This is an optimization exercise on Yosys and OpenROAD, whose aim is small area, not a production implementation. The RTL was checked by simulation tests, not by an equivalence proof against the original design. Power is estimated from default activity; no workload was simulated.

## record_packer
module record_packer #(
    parameter int unsigned P_LOG = 4,
    parameter int unsigned DATW  = 64,
    parameter int unsigned KEYW  = 32
) (
    input  logic                     CLK,
    input  logic                     RST,
    input  logic [DATW-1:0]          DIN,
    input  logic                     DINEN,
    input  logic                     DINLAST,
    input  logic                     FLUSH,
    output logic                     DIN_RDY,
    output logic [(DATW<<P_LOG)-1:0] DOT,
    output logic                     DOTEN,
    output logic [P_LOG:0]           DOTCNT,
    output logic                     DOTLAST
);
Size in the first run: about 2400 cells after synthesis, roughly 1000 flip-flops, about 1100 I/O pins, ~32000 um2 of cells after synthesis.
clock: 4.0 ns
lec_check: 0
cap_margin: 20
core_area: 2 2 648 108
die_area: 0 0 650 110
slew_margin: 20
standard.sh (not shown) runs the stock make flow with config.mk's settings and CLKGATE_MAP_FILE= SYNTH_SCRIPT=/design/flow/synth_recipe.tcl, a recipe that flattens the netlist after the stock synthesis.
==> flow/flow/run.sh <==
#!/bin/bash
# Standard ORFS layout with two changes: the port buffers are buf_1 instead of the
# resizer's default choice, and CTS inserts no dummy loads.
set -euo pipefail
export BUFFER_PORTS_ARGS="-buffer_cell sky130_fd_sc_hd__buf_1"
export CTS_ARGS="-sink_clustering_enable -repair_clock_nets -dont_use_dummy_load"
bash standard.sh finish > standard_flow.log 2>&1
The baseline produced a clean layout.
Rerun with:
==> flow/flow/run.sh (replaced) <==
#!/bin/bash
# Standard ORFS layout with these changes: the port buffers are buf_1 instead of the
# resizer's default choice, and CTS inserts no dummy loads and clusters more sinks per
# leaf buffer.
set -euo pipefail
export BUFFER_PORTS_ARGS="-buffer_cell sky130_fd_sc_hd__buf_1"
export CTS_ARGS="-sink_clustering_enable -repair_clock_nets -dont_use_dummy_load -sink_clustering_size 28 -sink_clustering_max_diameter 60"
bash standard.sh finish > standard_flow.log 2>&1
CORE_AREA = 2 2 378 378   (was 2 2 648 108)
DIE_AREA = 0 0 380 380   (was 0 0 650 110)
=> Wire length came out higher by 17%. Hold slack stays flat. Final area grows by 4.9%. Sequential share of layout area falls by 2.6 points. Clock power climbs by 5.8%. Final cell count rises by 24%. Total power grows by 2.7%. Synthesized cell count stays the same. Global-route usage falls by 13 points. Synthesized area does not change. Combinational power is higher by 13%.
Rerun with:
CORE_AREA = 2 2 648 108   (was 2 2 378 378)
DIE_AREA = 0 0 650 110   (was 0 0 380 380)
PLACE_DENSITY = 0.8   (was not set)
Effect: Final area drops by 5.8%. Synthesized area stays the same. Clock skew drops by 72 ps. Clock-buffer cell count falls by 36. Worst setup slack degrades by 160 ps.

* * *

Setup of job 3466:
Starting RTL as in the previous note.
clock: 4.0 ns
lec_check: 0
cap_margin: 20
core_area: 2 2 648 108
die_area: 0 0 650 110
slew_margin: 20
==> flow/flow/run.sh <==
#!/bin/bash
# Standard ORFS layout with these changes: the port buffers are buf_1 instead of the
# resizer's default choice, and CTS inserts no dummy loads and clusters more sinks per
# leaf buffer.
set -euo pipefail
export BUFFER_PORTS_ARGS="-buffer_cell sky130_fd_sc_hd__buf_1"
export CTS_ARGS="-sink_clustering_enable -repair_clock_nets -dont_use_dummy_load -sink_clustering_size 28 -sink_clustering_max_diameter 60"
bash standard.sh finish > standard_flow.log 2>&1
Input-level comparison between job 1470 and job 3466:
==> flow/run.sh (new file) <==
#!/bin/bash
# synth_recipe.tcl (not shown) runs the flow's synth.tcl, then flattens the netlist and writes it again
# the make line also repeats each setting of config.mk as NAME=value (left out here)
make -C /OpenROAD-flow-scripts/flow DESIGN_CONFIG=/design/flow/config.mk WORK_HOME=/design/flow/orfs CLKGATE_MAP_FILE= SYNTH_SCRIPT=/design/flow/synth_recipe.tcl finish
removed: flow/flow/run.sh
removed: flow/standard.sh
Results
Diff job 3466 -> job 1470: share of the final layout cell area in sequential cells fell 10 points, met1 capacity usage during global routing rose 9.2 points.
Register-to-register slack down 0.03 ns in job 1470 wrt job 3466
diff inputs: job 1470 => job 5129
Settings: a change of CORE_AREA from 2 2 648 108 to 2 2 678 78; a change of DIE_AREA from 0 0 650 110 to 0 0 680 80.
==> flow/flow/run.sh (new file) <==
#!/bin/bash
# Standard ORFS layout with these changes: the port buffers are buf_1 instead of the
# resizer's default choice, and CTS inserts no dummy loads and clusters more sinks per
# leaf buffer.
set -euo pipefail
export BUFFER_PORTS_ARGS="-buffer_cell sky130_fd_sc_hd__buf_1"
export CTS_ARGS="-sink_clustering_enable -repair_clock_nets -dont_use_dummy_load -sink_clustering_size 28 -sink_clustering_max_diameter 60"
bash standard.sh finish > standard_flow.log 2>&1
==> flow/standard.sh (new file) <==
#!/bin/bash
# synth_recipe.tcl (not shown) runs the flow's synth.tcl, then flattens the netlist and writes it again
# the make line also repeats each setting of config.mk as NAME=value (left out here)
make -C /OpenROAD-flow-scripts/flow DESIGN_CONFIG=/design/flow/config.mk WORK_HOME=/design/flow/orfs CLKGATE_MAP_FILE= SYNTH_SCRIPT=/design/flow/synth_recipe.tcl "${@:-finish}"
removed: flow/run.sh
### Flow results
Maximum operating frequency in job 5129 is 2.6% above job 1470.
In job 5129, number of cells on the worst reg-to-reg path is lower than in job 1470.
Compare job 1470 and job 5129 | worst-path maximum fanout higher: job 5129
Per the comparison of job 5129 with job 1470, switching portion of total power roughly the same; largest net degree at the start of global routing roughly the same; utilization higher.
Modified inputs, job 2205 compared to job 5129
Settings: DIE_AREA: 0 0 680 80 -> 0 0 650 110; SLEW_MARGIN: 20 -> 0; CAP_MARGIN: 20 -> 0; CORE_AREA: 2 2 678 78 -> 2 2 648 108.
[summary]
Reported for job 2205 and job 5129, instance count of the mapped netlist turned out identical to the last digit. On clock group total power, job 2205 and job 5129 are neck and neck. Re worst-case clock buffer depth: no difference whatsoever between job 5129 and job 2205. For the achievable frequency, job 2205 came in about 1.5% lower than job 5129 did. Compared with job 5129, job 2205 shows a time the worst path needs with I/O delays and setup that is 0.043 ns higher.
#### Input delta (job 1196 over job 2205)
Settings: CORE_AREA changed from 2 2 648 108 to 2 2 678 78; DIE_AREA changed from 0 0 650 110 to 0 0 680 80.
- Fraction of area in non-clock buffers of job 1196 is on par with job 2205.
- Delta (job 1196 minus job 2205): post-detailed-placement half-perimeter wirelength now smaller; area after synthesis comparable.
- When the final numbers for job 1196 and job 2205 were put side by side, the number of core rows turned out to be greater in job 2205.
- Worst stage delay on the critical path was higher in the run labelled job 2205.
- Job 2205 ended up with more cell instances than job 1196 did.
- Between job 2205 and job 1196, global-route wire length before repair decreased.
- On total number of tap cells, the lower figure sits with job 1196, not job 2205.
- | register-to-register slack | job 1196 vs job 2205 | 0.04 ns higher |
- Worst hold slack is higher on job 2205

==> afterwards: timing with drivers on the ports <==
Ports are ideal in the flow. The routed layouts listed here were re-timed in OpenROAD.
Step 1 sets driving cells, clkbuf_16 on the clock port and buf_2 on the other inputs (assumed; they add their load-dependent delay and slew).
Step 2 moves the port delays by t, midway between the first and last clock arrival at a register: inputs arrive t later, outputs are due t later. That takes back most of the time a late clock gives input paths.
a / b / c = ideal ports / drivers / drivers and shift; a / b = the first two.
run | t (ns) | setup WS [ns] | worst data-port slew with drivers (ns)
the first run of note 1 | 0.670 | 1.116 / 1.116 / 0.975 | 0.08
the second run of note 1 | 0.709 | 1.120 / 1.120 / 0.754 | 0.09
the third run of note 1 | 0.637 | 0.959 / 0.959 / 0.939 | 0.20
job 3466 | 0.695 | 1.170 / 1.170 / 1.018 | 0.08
job 1470 | 0.712 | 1.142 / 1.142 / 0.673 | 0.14
job 5129 | 0.726 | 1.214 / 1.214 / 1.156 | 0.04
job 2205 | 0.684 | 1.172 / 1.172 / 0.995 | 0.09
job 1196 | 0.729 | 1.209 / 1.209 / 1.154 | 0.04
After both steps every run listed still meets setup and hold. The setup slack of job 1470, which loses most, moves by 0.000 ns with the drivers and by -0.469 ns with both steps.
